What follows belongs to an exercise in optimizing a design on an open flow for small area and a short achievable clock period; a production flow would make more cautious choices. The RTL was checked by simulation tests, not by an equivalence proof against the original design.

01-10:
==> flow/design.v (excerpt) <==
module eth_stream_top (
	input logic clk_125,
	input logic rst_crc,
	input logic spi_sclk,
	input logic spi_mosi,
	input logic spi_cs_n,
	input logic [31:0] ch0_data,
	input logic ch0_wr,
	input logic [31:0] ch1_data,
	input logic ch1_wr,
	input logic [15:0] numb_inter,
	input logic time_clr,
	input logic tx_rdy,
	output logic [31:0] tx_data,
	output logic tx_sop,
	output logic tx_eop,
	output logic tx_wren
);
Size in the first run: about 120 I/O pins.
clock: 8.0 ns
lec_check: 0
cap_margin: 20
core_margin: 2
core_utilization: 55
cts_cluster_diameter: 80
cts_cluster_size: 30
place_density: 0.68
setup_slack_margin: 4.5
slew_margin: 20
run.sh (not shown) runs the stock make flow with config.mk's settings and CLKGATE_MAP_FILE= SYNTH_SCRIPT=/design/flow/synth_recipe.tcl, a recipe that flattens the netlist after the stock synthesis.
## Diff of input files: 07-08 against 01-10
-- flow/design.v --
<<< 01-10, line 175
	input logic [9:0] new_oh,  
	output logic wr_ok,
	output logic ok,  
	output logic [9:0] wr_oh,  
	output logic alloc,  
>>> 07-08, line 175
	input logic [9:0] new_oh,  
	output logic wr_ok,
	output logic [9:0] wr_oh,  
	output logic alloc,  
<<< 01-10, line 190
	logic start;
	assign start = wr_ptr[3:0] == 4'd0;
	assign ok = !flush && !fill[6];  
	assign wr_ok = wr && ok;
	assign alloc = wr_ok && start;
	assign wr_oh = start ? new_oh : cur_oh;
>>> 07-08, line 189
	logic start;
	assign start = wr_ptr[3:0] == 4'd0;
	assign wr_ok = wr && !flush && !fill[6];  
	assign alloc = wr_ok && start;
	assign wr_oh = start ? new_oh : cur_oh;
<<< 01-10, line 240
	input logic rst_crc,
	input logic flush,  
	input logic wr0,  
	input logic ok0,  
	input logic [9:0] wr_oh0,
	input logic alloc0,
	input logic [31:0] din0,
	input logic wr1,
	input logic ok1,
	input logic [9:0] wr_oh1,
	input logic alloc1,
>>> 07-08, line 238
	input logic rst_crc,
	input logic flush,  
	input logic wr_ok0,
	input logic [9:0] wr_oh0,
	input logic alloc0,
	input logic [31:0] din0,
	input logic wr_ok1,
	input logic [9:0] wr_oh1,
	input logic alloc1,
<<< 01-10, line 269
	logic [9:0] is_free;
	logic [9:0] en;
	logic [9:0] w0;
	logic [9:0] w1;
	logic [9:0] low_seen;
	logic [9:0] high_seen;
	always_comb
	begin
		for (int b = 0; b < 10; b++)
		begin
			w0[b] = wr0 && ok0 && wr_oh0[b];
			w1[b] = wr1 && ok1 && wr_oh1[b];
			en[b] = w0[b] || w1[b] || (rd_shift && rd_oh[b]);
		end
	end
	always_ff @(posedge clk_125)
>>> 07-08, line 265
	logic [9:0] is_free;
	logic [9:0] en;
	logic [9:0] wq0;
	logic [9:0] wq1;
	logic [31:0] dq0;
	logic [31:0] dq1;
	logic [9:0] low_seen;
	logic [9:0] high_seen;
	always_ff @(posedge clk_125)
	begin
		wq0 <= wr_ok0 ? wr_oh0 : '0;
		wq1 <= wr_ok1 ? wr_oh1 : '0;
		dq0 <= din0;
		dq1 <= din1;
	end
	always_comb
	begin
		for (int b = 0; b < 10; b++)
			en[b] = wq0[b] || wq1[b] || (rd_shift && rd_oh[b]);
	end
	always_ff @(posedge clk_125)
<<< 01-10, line 289
				for (int i = 0; i < 15; i++)
					blk[b][i] <= blk[b][i + 1];
				blk[b][15] <= w1[b] ? din1 : din0;
			end
	end
>>> 07-08, line 290
				for (int i = 0; i < 15; i++)
					blk[b][i] <= blk[b][i + 1];
				blk[b][15] <= (dq0 & {32{wq0[b]}}) | (dq1 & {32{wq1[b]}});
			end
	end
<<< 01-10, line 639
	logic wr_ok0;
	logic wr_ok1;
	logic ok0;
	logic ok1;
	logic [9:0] wr_oh0;
	logic [9:0] wr_oh1;
>>> 07-08, line 640
	logic wr_ok0;
	logic wr_ok1;
	logic [9:0] wr_oh0;
	logic [9:0] wr_oh1;
<<< 01-10, line 673
		.clk_125(clk_125), .rst_crc(rst_crc), .flush(stream_off),
		.wr(ch0_wr), .rd(reading && !sel), .wc(word_cnt), .new_oh(new_oh0),
		.wr_ok(wr_ok0), .ok(ok0), .wr_oh(wr_oh0), .alloc(alloc0), .head_blk(head0), .rdy(rdy0)
	);
	channel_fifo u_fifo1 (
		.clk_125(clk_125), .rst_crc(rst_crc), .flush(stream_off),
		.wr(ch1_wr), .rd(reading && sel), .wc(word_cnt), .new_oh(new_oh1),
		.wr_ok(wr_ok1), .ok(ok1), .wr_oh(wr_oh1), .alloc(alloc1), .head_blk(head1), .rdy(rdy1)
	);
	block_pool u_pool (
		.clk_125(clk_125), .rst_crc(rst_crc), .flush(stream_off),
		.wr0(ch0_wr), .ok0(ok0), .wr_oh0(wr_oh0), .alloc0(alloc0), .din0(ch0_data),
		.wr1(ch1_wr), .ok1(ok1), .wr_oh1(wr_oh1), .alloc1(alloc1), .din1(ch1_data),
		.new_oh0(new_oh0), .new_oh1(new_oh1),
		.take_blk(can_start), .take_id(pick ? head1 : head0),
>>> 07-08, line 672
		.clk_125(clk_125), .rst_crc(rst_crc), .flush(stream_off),
		.wr(ch0_wr), .rd(reading && !sel), .wc(word_cnt), .new_oh(new_oh0),
		.wr_ok(wr_ok0), .wr_oh(wr_oh0), .alloc(alloc0), .head_blk(head0), .rdy(rdy0)
	);
	channel_fifo u_fifo1 (
		.clk_125(clk_125), .rst_crc(rst_crc), .flush(stream_off),
		.wr(ch1_wr), .rd(reading && sel), .wc(word_cnt), .new_oh(new_oh1),
		.wr_ok(wr_ok1), .wr_oh(wr_oh1), .alloc(alloc1), .head_blk(head1), .rdy(rdy1)
	);
	block_pool u_pool (
		.clk_125(clk_125), .rst_crc(rst_crc), .flush(stream_off),
		.wr_ok0(wr_ok0), .wr_oh0(wr_oh0), .alloc0(alloc0), .din0(ch0_data),
		.wr_ok1(wr_ok1), .wr_oh1(wr_oh1), .alloc1(alloc1), .din1(ch1_data),
		.new_oh0(new_oh0), .new_oh1(new_oh1),
		.take_blk(can_start), .take_id(pick ? head1 : head0),
--- outcome ---
Compared with 01-10, in 07-08 post-placement cell count went up 67; synthesized cell count went up 1.4%; number of sinks handled by clock tree synthesis went up 84; first-iteration detailed-routing DRC count went up 1247. Start point of the critical path: u_framer.beat[1]$_SDFFE_PP0P_ -> 07-08, ch1_wr -> 01-10. 07-08 vs 01-10, worst setup path endpoint: u_pool.blk[62][24]$_DFFE_PP_ vs u_fifo1.fill[6]$_SDFFE_PP0P_. When 07-08 is set beside 01-10, its count of cells along the worst register-to-register path turns out to be 2 smaller. Maximum achievable frequency across 07-08 and 01-10: no real change. Final cell area: 07-08 below 01-10.

==> static timing again, ports no longer ideal <==
How much do the figures lean on ideal ports? The routed layouts below were timed once more, with nothing changed but the port constraints.
Step 1 assumes that a clkbuf_16 drives the clock port and a buf_2 every other input.
Step 2 moves the port delays by t, midway between the first and last clock arrival at a register: inputs arrive t later, outputs are due t later. That takes back most of the time a late clock gives input paths.
a / b / c = ideal / step 1 / step 2; a / b = the first two.
run	t, ns	setup slack, ns	worst register clock-pin slew, ns
01-10	1.054	4.400 / 4.475 / 3.427	0.12 / 0.12
07-08	1.030	4.401 / 4.401 / 3.521	0.12 / 0.12
After both steps every run listed still meets setup and hold. The setup slack of 01-10, which loses most, moves by +0.075 ns with the drivers and by -0.973 ns with both steps.
